This design comes from an exercise in tuning for small area on the open sky130 flow, not from production work. Function was checked by simulation only, so behaviour that the tests miss may differ from the original. Power figures rest on the tool's default switching activity, not on a simulated workload.

===== flow/config.mk =====
export PLATFORM = sky130hd
export DESIGN_NAME = rram_ctrl_top
export DESIGN_NICKNAME = rram_ctrl_top
export VERILOG_FILES = /design/flow/design.v
export SDC_FILE = /design/flow/constraint.sdc
export NUM_CORES = 4
export LEC_CHECK = 0
export CAP_MARGIN = 20
export CORE_MARGIN = 2
export CORE_UTILIZATION = 40
export SLEW_MARGIN = 20

===== flow/run.sh =====
#!/bin/bash
# synth_recipe.tcl (not shown) runs the flow's synth.tcl, then flattens the netlist and writes it again
# the make line also repeats each setting of config.mk as NAME=value (left out here)
make -C /OpenROAD-flow-scripts/flow DESIGN_CONFIG=/design/flow/config.mk WORK_HOME=/design/flow/orfs CLKGATE_MAP_FILE= SYNTH_SCRIPT=/design/flow/synth_recipe.tcl finish

===== flow/design.v =====
`timescale 1ns/100ps
`default_nettype none
package xbar_pkg;
    parameter int num_wl      = 64;    
    parameter int num_col     = 64;    
    parameter int num_adc     = 4;     
    parameter int mux_ways    = 16;    
    parameter int therm_width = 15;    
    parameter int adc_width   = 4;     
    parameter int word_width  = 16;    
    typedef logic [5:0]             row_t;          
    typedef logic [3:0]             col_offset_t;   
    typedef logic [1:0]             packet_t;       
    typedef logic [adc_width-1:0]   adc_code_t;
    typedef logic [therm_width-1:0] therm_t;
    typedef logic [word_width-1:0]  data_word_t;
    typedef logic [2:0] line_sel_t;
    typedef struct packed {
        logic [num_wl-1:0]          wl_sel;        
        line_sel_t [num_col-1:0]    bl_sel;
        line_sel_t [num_col-1:0]    sl_sel;
        logic [num_col-1:0]         sl_mux_sel;    
        logic                       wl_bias_sel;   
        logic [2:0]                 bl_bias_sel;   
        logic                       sl_bias_sel;
    } array_drive_t;
endpackage
`default_nettype wire
`timescale 1ns/100ps
`default_nettype none
package ctrl_pkg;
    parameter int instr_width  = 4;
    parameter int opcode_width = 16;
    typedef struct packed {
        logic [instr_width-1:0]  code;
        logic [opcode_width-1:0] opcode;
    } instr_word_t;
    parameter logic [instr_width-1:0] instr_store_rram = 4'b0100;
    parameter logic [instr_width-1:0] instr_read_rram  = 4'b0101;
    typedef struct packed {
        logic [1:0] burst;    
        logic [1:0] packet;   
        logic [5:0] row;
    } store_op_t;
    typedef enum logic [1:0] {
        cmd_idle,
        cmd_load,       
        cmd_program,    
        cmd_read_sel    
    } cmd_op_t;
    typedef struct packed {
        cmd_op_t                 op;
        logic [5:0]              row;
        logic                    col_pol;      
        logic [3:0]              col_offset;
        logic [1:0]              packet;
        logic [15:0]             data;         
    } xbar_cmd_t;
    typedef enum logic [1:0] {
        idle,
        store,
        read,
        drain
    } seq_state_t;
endpackage
`default_nettype wire
`timescale 1ns/100ps
`default_nettype none
module instr_sequencer #(
    parameter int write_cycles = 4    
) (
    input  logic                    CLK,
    input  logic                    RESET_ACC,
    input  logic                    instr_empty,
    input  ctrl_pkg::instr_word_t   instr_dout,
    output logic                    pop_n_instr,
    input  logic                    data_empty,
    input  xbar_pkg::data_word_t    data_dout,
    output logic                    pop_n_data,
    output ctrl_pkg::xbar_cmd_t     cmd,
    output logic                    drain_start,
    input  logic                    drain_done
);
    localparam int step_width = $clog2(2 * write_cycles + xbar_pkg::mux_ways);
    localparam logic [step_width-1:0] last_pulse = step_width'(2 * write_cycles);
    localparam logic [step_width-1:0] last_scan  = step_width'(xbar_pkg::mux_ways - 1);
    ctrl_pkg::seq_state_t  state;
    ctrl_pkg::store_op_t   op_q;       
    logic [step_width-1:0] step;       
    xbar_pkg::packet_t     pkt_cnt;    
    logic                  take_instr;
    logic                  take_data;
    assign take_instr  = (state == ctrl_pkg::idle) && !instr_empty;
    assign take_data   = (state == ctrl_pkg::store) && (step == '0) && !data_empty;
    assign pop_n_instr = ~take_instr;
    assign pop_n_data  = ~take_data;
    always_ff @(posedge CLK) begin
        if (take_instr) begin
            op_q <= instr_dout.opcode[9:0];
        end
    end
    always_ff @(posedge CLK) begin
        if (RESET_ACC) begin
            state       <= ctrl_pkg::idle;
            step        <= '0;
            pkt_cnt     <= '0;
            cmd         <= '0;        
            drain_start <= 1'b0;
        end else begin
            cmd.op      <= ctrl_pkg::cmd_idle;   
            cmd.row     <= op_q.row;
            drain_start <= 1'b0;
            case (state)
                ctrl_pkg::idle: begin
                    if (take_instr) begin
                        step    <= '0;
                        pkt_cnt <= '0;
                        case (instr_dout.code)
                            ctrl_pkg::instr_store_rram: state <= ctrl_pkg::store;
                            ctrl_pkg::instr_read_rram:  state <= ctrl_pkg::read;
                            default:                    state <= ctrl_pkg::idle;   
                        endcase
                    end
                end
                ctrl_pkg::store: begin
                    if (step == '0) begin
                        if (take_data) begin             
                            cmd.op     <= ctrl_pkg::cmd_load;
                            cmd.packet <= op_q.packet + pkt_cnt;
                            cmd.data   <= data_dout;
                            step       <= step + 1'b1;
                        end
                    end else begin
                        cmd.op      <= ctrl_pkg::cmd_program;
                        cmd.col_pol <= ~step[0];         
                        if (step == last_pulse) begin
                            step    <= '0;
                            pkt_cnt <= pkt_cnt + 1'b1;
                            if (pkt_cnt == op_q.burst) begin
                                state <= ctrl_pkg::idle;
                            end
                        end else begin
                            step <= step + 1'b1;
                        end
                    end
                end
                ctrl_pkg::read: begin
                    cmd.op         <= ctrl_pkg::cmd_read_sel;
                    cmd.col_offset <= step[3:0];
                    if (step == last_scan) begin
                        step        <= '0;
                        drain_start <= 1'b1;             
                        state       <= ctrl_pkg::drain;
                    end else begin
                        step <= step + 1'b1;
                    end
                end
                ctrl_pkg::drain: begin
                    if (drain_done) begin
                        state <= ctrl_pkg::idle;
                    end
                end
                default: state <= ctrl_pkg::idle;
            endcase
        end
    end
endmodule
`default_nettype wire
`timescale 1ns/100ps
`default_nettype none
module array_driver (
    input  logic                    CLK,
    input  logic                    RESET_ACC,
    input  ctrl_pkg::xbar_cmd_t     cmd,
    output xbar_pkg::array_drive_t  drive
);
    localparam int num_col   = xbar_pkg::num_col;
    localparam int pkt_width = xbar_pkg::word_width;    
    logic [num_col-1:0] weight_q;     
    logic [num_col-1:0] col_sel_q;    
    always_ff @(posedge CLK) begin
        if (RESET_ACC) begin
            col_sel_q <= '0;
        end else if (cmd.op == ctrl_pkg::cmd_load) begin
            for (int p = 0; p < num_col / pkt_width; p++) begin
                col_sel_q[p*pkt_width +: pkt_width] <= {pkt_width{p == cmd.packet}};
            end
        end
    end
    always_ff @(posedge CLK) begin
        if (cmd.op == ctrl_pkg::cmd_load) begin
            weight_q[cmd.packet*pkt_width +: pkt_width] <= cmd.data;   
        end
    end
    always_comb begin
        xbar_pkg::line_sel_t bl_code;
        xbar_pkg::line_sel_t sl_code;
        int col;
        bl_code = '0;
        sl_code = '0;
        col     = 0;
        drive = '0;                           
        for (int c = 0; c < num_col; c++) begin
            drive.bl_sel[c] = 3'b100;         
            drive.sl_sel[c] = 3'b100;
        end
        case (cmd.op)
            ctrl_pkg::cmd_program: begin
                drive.wl_sel[cmd.row] = 1'b1;
                for (int c = 0; c < num_col; c++) begin
                    bl_code = {1'b0, ~weight_q[c], weight_q[c]};   
                    sl_code = {1'b0, weight_q[c], ~weight_q[c]};
                    if (col_sel_q[c]) begin
                        drive.bl_sel[c] = cmd.col_pol ? sl_code : bl_code;   
                        drive.sl_sel[c] = cmd.col_pol ? bl_code : sl_code;
                    end
                end
                drive.wl_bias_sel = 1'b1;     
                drive.bl_bias_sel = 3'b111;
                drive.sl_bias_sel = 1'b1;
            end
            ctrl_pkg::cmd_read_sel: begin
                drive.wl_sel[cmd.row] = 1'b1;
                for (int a = 0; a < xbar_pkg::num_adc; a++) begin
                    col = a * xbar_pkg::mux_ways + int'(cmd.col_offset);
                    drive.bl_sel[col]     = 3'b001;   
                    drive.sl_sel[col]     = 3'b000;   
                    drive.sl_mux_sel[col] = 1'b1;
                end
            end
            default: ;                        
        endcase
    end
endmodule
`default_nettype wire
`timescale 1ns/100ps
`default_nettype none
module readout_buffer (
    input  logic                    CLK,
    input  logic                    RESET_ACC,
    input  ctrl_pkg::xbar_cmd_t     cmd,
    input  xbar_pkg::therm_t [xbar_pkg::num_adc-1:0] therm_codes,
    input  logic [3:0]              rd_word_addr,
    output xbar_pkg::data_word_t    rd_word
);
    localparam int codes_per_word = xbar_pkg::word_width / xbar_pkg::adc_width;
    xbar_pkg::adc_code_t adc_bin [xbar_pkg::num_adc];    
    xbar_pkg::adc_code_t codes_q [xbar_pkg::num_col];    
    always_comb begin
        for (int a = 0; a < xbar_pkg::num_adc; a++) begin
            adc_bin[a] = '0;
            for (int b = 0; b < xbar_pkg::therm_width; b++) begin
                adc_bin[a] = adc_bin[a] + {3'b000, therm_codes[a][b]};
            end
        end
    end
    always_ff @(posedge CLK) begin
        if (RESET_ACC) begin
            for (int c = 0; c < xbar_pkg::num_col; c++) begin
                codes_q[c] <= '0;
            end
        end else if (cmd.op == ctrl_pkg::cmd_read_sel) begin
            for (int a = 0; a < xbar_pkg::num_adc; a++) begin
                codes_q[a*xbar_pkg::mux_ways + int'(cmd.col_offset)] <= adc_bin[a];
            end
        end
    end
    always_comb begin
        for (int j = 0; j < codes_per_word; j++) begin
            rd_word[j*xbar_pkg::adc_width +: xbar_pkg::adc_width] =
                codes_q[int'(rd_word_addr) * codes_per_word + j];
        end
    end
endmodule
`default_nettype wire
`timescale 1ns/100ps
`default_nettype none
module readout_packer (
    input  logic                    CLK,
    input  logic                    RESET_ACC,
    input  logic                    drain_start,
    output logic                    drain_done,
    output logic [3:0]              rd_word_addr,
    input  xbar_pkg::data_word_t    rd_word,
    input  logic                    out_full,
    output logic                    push_n_out,
    output xbar_pkg::data_word_t    out_din
);
    logic       busy;        
    logic [3:0] word_cnt;    
    logic       accept;      
    assign rd_word_addr = word_cnt;
    assign out_din      = rd_word;                 
    assign accept       = busy && !out_full;       
    assign push_n_out   = ~accept;
    assign drain_done   = accept && (word_cnt == 4'd15);
    always_ff @(posedge CLK) begin
        if (RESET_ACC) begin
            busy     <= 1'b0;
            word_cnt <= '0;
        end else if (drain_start) begin
            busy     <= 1'b1;
            word_cnt <= '0;
        end else if (accept) begin
            word_cnt <= word_cnt + 1'b1;           
            if (drain_done) begin
                busy <= 1'b0;
            end
        end
    end
endmodule
`default_nettype wire
`timescale 1ns/100ps
`default_nettype none
module rram_ctrl_top #(
    parameter int write_cycles = 4
) (
    input  logic                                    CLK,
    input  logic                                    RESET_ACC,
    input  logic                                    instr_empty,     
    input  logic [19:0]                             instr_dout,      
    output logic                                    pop_n_instr,
    input  logic                                    data_empty,      
    input  logic [15:0]                             data_dout,
    output logic                                    pop_n_data,
    input  logic                                    out_full,        
    output logic                                    push_n_out,
    output logic [15:0]                             out_din,
    input  logic [59:0]                             adc_therm,       
    output logic [63:0]                             wl_sel,
    output logic [191:0]                            bl_sel,          
    output logic [191:0]                            sl_sel,
    output logic [63:0]                             sl_mux_sel,
    output logic                                    wl_bias_sel,
    output logic [2:0]                              bl_bias_sel,
    output logic                                    sl_bias_sel
);
    ctrl_pkg::xbar_cmd_t    cmd;
    xbar_pkg::array_drive_t drive;
    xbar_pkg::data_word_t   rd_word;
    logic [3:0]             rd_word_addr;
    logic                   drain_start;
    logic                   drain_done;
    instr_sequencer #(.write_cycles(write_cycles)) instr_sequencer_i (
        .CLK, .RESET_ACC,
        .instr_empty, .instr_dout, .pop_n_instr,
        .data_empty, .data_dout, .pop_n_data,
        .cmd, .drain_start, .drain_done
    );
    array_driver array_driver_i (.CLK, .RESET_ACC, .cmd, .drive);
    readout_buffer readout_buffer_i (
        .CLK, .RESET_ACC, .cmd,
        .therm_codes(adc_therm), .rd_word_addr, .rd_word
    );
    readout_packer readout_packer_i (
        .CLK, .RESET_ACC, .drain_start, .drain_done,
        .rd_word_addr, .rd_word, .out_full, .push_n_out, .out_din
    );
    assign wl_sel      = drive.wl_sel;
    assign bl_sel      = drive.bl_sel;
    assign sl_sel      = drive.sl_sel;
    assign sl_mux_sel  = drive.sl_mux_sel;
    assign wl_bias_sel = drive.wl_bias_sel;
    assign bl_bias_sel = drive.bl_bias_sel;
    assign sl_bias_sel = drive.sl_bias_sel;
endmodule
`default_nettype wire

===== flow/constraint.sdc =====
create_clock -name core_clock -period 6.0 [get_ports {CLK}]
set_input_delay 1.2000 -clock core_clock [delete_from_list [all_inputs] [get_ports {CLK}]]
set_output_delay 1.2000 -clock core_clock [all_outputs]
set_load 0.01 [all_outputs]

==> flow_metrics.py <==
metrics = {
    "status": {
        "status": "no timing/DRC/antenna violations",
    },
    "clock_network": {
        "worstSkewPairLatency_ps": 550,
        "postCtsSetupBuffers": 0,
        "htree_levels": 2,
        "root_buffer": "clkbuf_16",
        "clk_pin_slew_ps": 60,
        "postCtsHoldBufs": 0,
        "cts-buffers-inserted": 41,
        "cts_tree": "done",
        "postCtsResizedCells": 0,
        "clock_sinks": 384,
        "cts_max_path_buffers": 3,
    },
    "timing": {
        "fin_setup_tns_ps": 0,
        "worst-slew-pin-transition_ps": 1172,
        "setup_slack_ps": 321.5,
        "finalCriticalPeriod_ps": 5678,
        "finalClockSkew_ps": 12.49,
        "slew_headroom_pct": 21.49,
        "hold_viol_final": 0,
        "max_freq_mhz": 176.1,
        "slew_viol_final": 0,
        "rsz0062_at_grt": "no",
        "setup_violations": 0,
        "fin_crit_sh_pct": 94.64,
    },
    "route": {
        "postRouteAntennaNets": 0,
        "drcViolationCount": 0,
        "totalWireLength_um": 94500,
        "vias": 18210,
        "drt_pass1_iterations": 5,
        "vias_per_cell": 5.360,
        "routedWlPerCell_um": 27.81,
        "drtIter0Drc": 1714,
    },
    "critical_path": {
        "crit_path_start": "instr_sequencer_i.cmd[18]",
        "worst-path-max-fanout": 18,
        "reg2reg_from": "instr_sequencer_i.cmd[30]",
        "crit_family": "simple AND/OR/NAND/NOR gates",
        "end_kind": "primary output",
        "crit_type": "flip-flop to primary output",
        "critPathBufInv": 2,
        "cpMostUsedCell": "nor2_1",
        "cp.required_ps": 4800,
        "cp_slowest_stage_delay_ps": 770,
        "start_kind": "flip-flop",
        "path_cells": "or2_2 > nor2_1 > ha_1 > nor3_1 > nand2_1 > clkinv_1 > nor2_1 > clkdlybuf4s50_1",
        "cp_slowest_cell": "nor2_1",
        "arrival_ps": 4480,
    },
    "pwr": {
        "p_per_area_nw_per_um2": 259.4,
        "leakage_uw": 0.01199,
        "irDropWorstVdd_uv": 314.7,
    },
    "floorplan": {
        "dieArea_um2": 57750,
        "die_h_um": 240.3,
        "io_pins": 637,
        "num_rows": 86,
        "start_util_pct": 40.47,
        "dieWidth_um": 240.3,
        "core_um2": 55200,
    },
    "synthesis": {
        "yosysMostFrequentCell": "nor2_1",
        "synth_top_cells_by_area": "edfxtp_1 44%, nor2_1 8.3%, mux4_2 6.9%, dfxtp_1 4.8%, buf_4 4.5%",
        "ys_seq_area_share_pct": 49.20,
        "synthTopCellsByCount": "495 x nor2_1, 330 x edfxtp_1, 193 x inv_1",
        "ys_types": 65,
        "synth_top_area_share_pct": 44.36,
        "synth_edf_count": 330,
        "ys_seq_elements": 384,
        "yosysTopAreaCell": "edfxtp_1",
        "synth.avg_cell_area_um2": 10.28,
        "synth_area_um2": 22340,
        "synth_nets": 2360,
        "synthCells": 2172,
        "ys.warnings.count": 5,
        "synthArstFlopShare_pct": 0,
        "synthFlopType": "edfxtp_1",
    },
    "grt": {
        "grt_pass1_vias": 17780,
        "grt-ovfl-total": 0,
        "grt_max_degree": 70,
        "grt_pass1_wl_um": 130500,
        "antenna_found_initial": 1,
        "track_usage_pct": 32.07,
    },
    "layout": {
        "drive_above_1_share_pct": 8.381,
        "post-route-util_pct": 53.71,
        "nets": 2809,
        "fin_area_um2": 29650,
        "fill_cells": 5024,
        "areaGrowthSynthToFinish_pct": 32.73,
    },
    "min_path": {
        "hold_class": "flip-flop to flip-flop",
        "min_from": "instr_sequencer_i.op_q[4]",
    },
    "placed_design": {
        "hpwl_um": 73080,
        "portBuffers": 630,
        "post_dp_cell_area_um2": 28400,
        "place_ws_ps": 531.3,
        "gp_congestion": 1.082,
    },
    "flow_run": {
        "max-cap-violations": 0,
    },
}
## area by class of cell
| type | instances | area (µm²) | share of cell area [%] |
|---|---|---|---|
| Timing Repair Buffer | 672 | 6629 | 22.36 |
| Antenna cell | 1 | 2.502 | 0.008440 |
| Multi-Input combinational cell | 1326 | 9116 | 30.75 |
| Clock inverter | 10 | 80.08 | 0.2701 |
| Clock buffer | 61 | 1152 | 3.887 |
| Tap cell | 748 | 935.9 | 3.157 |
| Inverter | 196 | 735.7 | 2.481 |
| Sequential cell | 384 | 11000 | 37.09 |
## metrics by stage
step                cells  hold WS (ps)  power (µW)
finish               3398         472.4        7690
global route         3397         485.6        8039
CTS                  3397         470.5        7724
detailed placement   3326         452.5        5356
global placement     3326         452.4        5315
floorplan            2172         428.5        4469
## placed cells by master, fill, tap and decap left out, types with 12 or more instances in the layout
master,n
inv_1,192
a211oi_1,14
buf_4,41
dfxtp_1,50
nor3_1,12
nand3_1,16
edfxtp_1,330
nor2b_1,21
o21ai_0,75
mux4_2,68
nand2_1,104
clkbuf_1,16
nand2b_1,32
ha_1,51
nor2_1,495
a21oi_1,41
clkdlybuf4s50_1,629
a21o_1,17
fa_1,36
or2_2,42
xor2_1,78
mux2i_1,40
and3_1,88
clkbuf_16,42
## final timing paths
path / endpoint / slack (ps) / depth (start not counted)
max: bl_sel[47] / 320 / 8
min: instr_sequencer_i.cmd[27] / 470 / 1
max reg2reg: readout_buffer_i.codes_q[43][0] / 2650 / 4
min reg2reg: instr_sequencer_i.cmd[27] / 470 / 1
## layer usage
metal  track usage (%)  part of all wire, %
met1             40.65                   38
met2             50.13                   46
met3             12.35                   12
met4             10.97                  3.6
met5                 0                    0
## sequential cells by signal (all words and copies together), names as in the netlist, named ones only
register	count
instr_sequencer_i.cmd	31
instr_sequencer_i.pkt_cnt	2
readout_packer_i.word_cnt	4
instr_sequencer_i.state	2
instr_sequencer_i.op_q	10
array_driver_i.weight_q	64
readout_packer_i.busy	1
instr_sequencer_i.step	5
readout_buffer_i.codes_q	256
instr_sequencer_i.drain_start	1
array_driver_i.col_sel_q	4
## power breakdown
group | switching, µW | internal, µW | total, µW | leakage, µW
clock network | 1030 | 1370 | 2400 | 0.000599
registers | 111 | 3060 | 3170 | 0.00376
logic | 1490 | 633 | 2120 | 0.00764
## cells by family (layout without fill, tap and decap cells)
| kind of cell | Yosys count | in the layout | share of synthesized area, % |
|---|---|---|---|
| xor gates and xnor gates | 83 | 83 | 3.254 |
| buffers and inverters | 462 | 939 | 10.20 |
| other | 0 | 1 | 0 |
| muxes | 108 | 108 | 8.648 |
| DFF | 384 | 384 | 49.20 |
| AOI/OAI and AO/OA | 183 | 183 | 4.957 |
| and+or+nand+nor | 865 | 865 | 17.66 |
| adders and majority gates | 87 | 87 | 6.083 |

==> separate check: timing with driven ports <==
No port has a modelled driver above. Below, the same layout with a new extraction and two added sets of constraints.
Step 1 (the two cells are an assumption about what drives the block):
set clk [get_ports {CLK}]
set_driving_cell -lib_cell sky130_fd_sc_hd__clkbuf_16 $clk
set_driving_cell -lib_cell sky130_fd_sc_hd__buf_2 [delete_from_list [all_inputs] $clk]
Step 2 adds t to the input delays and takes it off the output delays; t is the mean of the earliest and latest rising clock arrival at the registers after step 1. Input paths then give back, and output paths get back, about the clock's delay inside the block.
Slacks: no drivers / after step 1 / after step 2; pairs: no drivers / after step 1.
t (ns): 0.607
setup slack, ns: 0.322 / 0.259 / 0.511
worst setup path at the end: input to register
clock arrival spread, ns: 0.013 / 0.013
worst slew at a driven data input, ns: 0.10
After both steps setup and hold are still met in this run. The setup slack of this run moves by -0.063 ns with the drivers and by +0.189 ns with both steps.
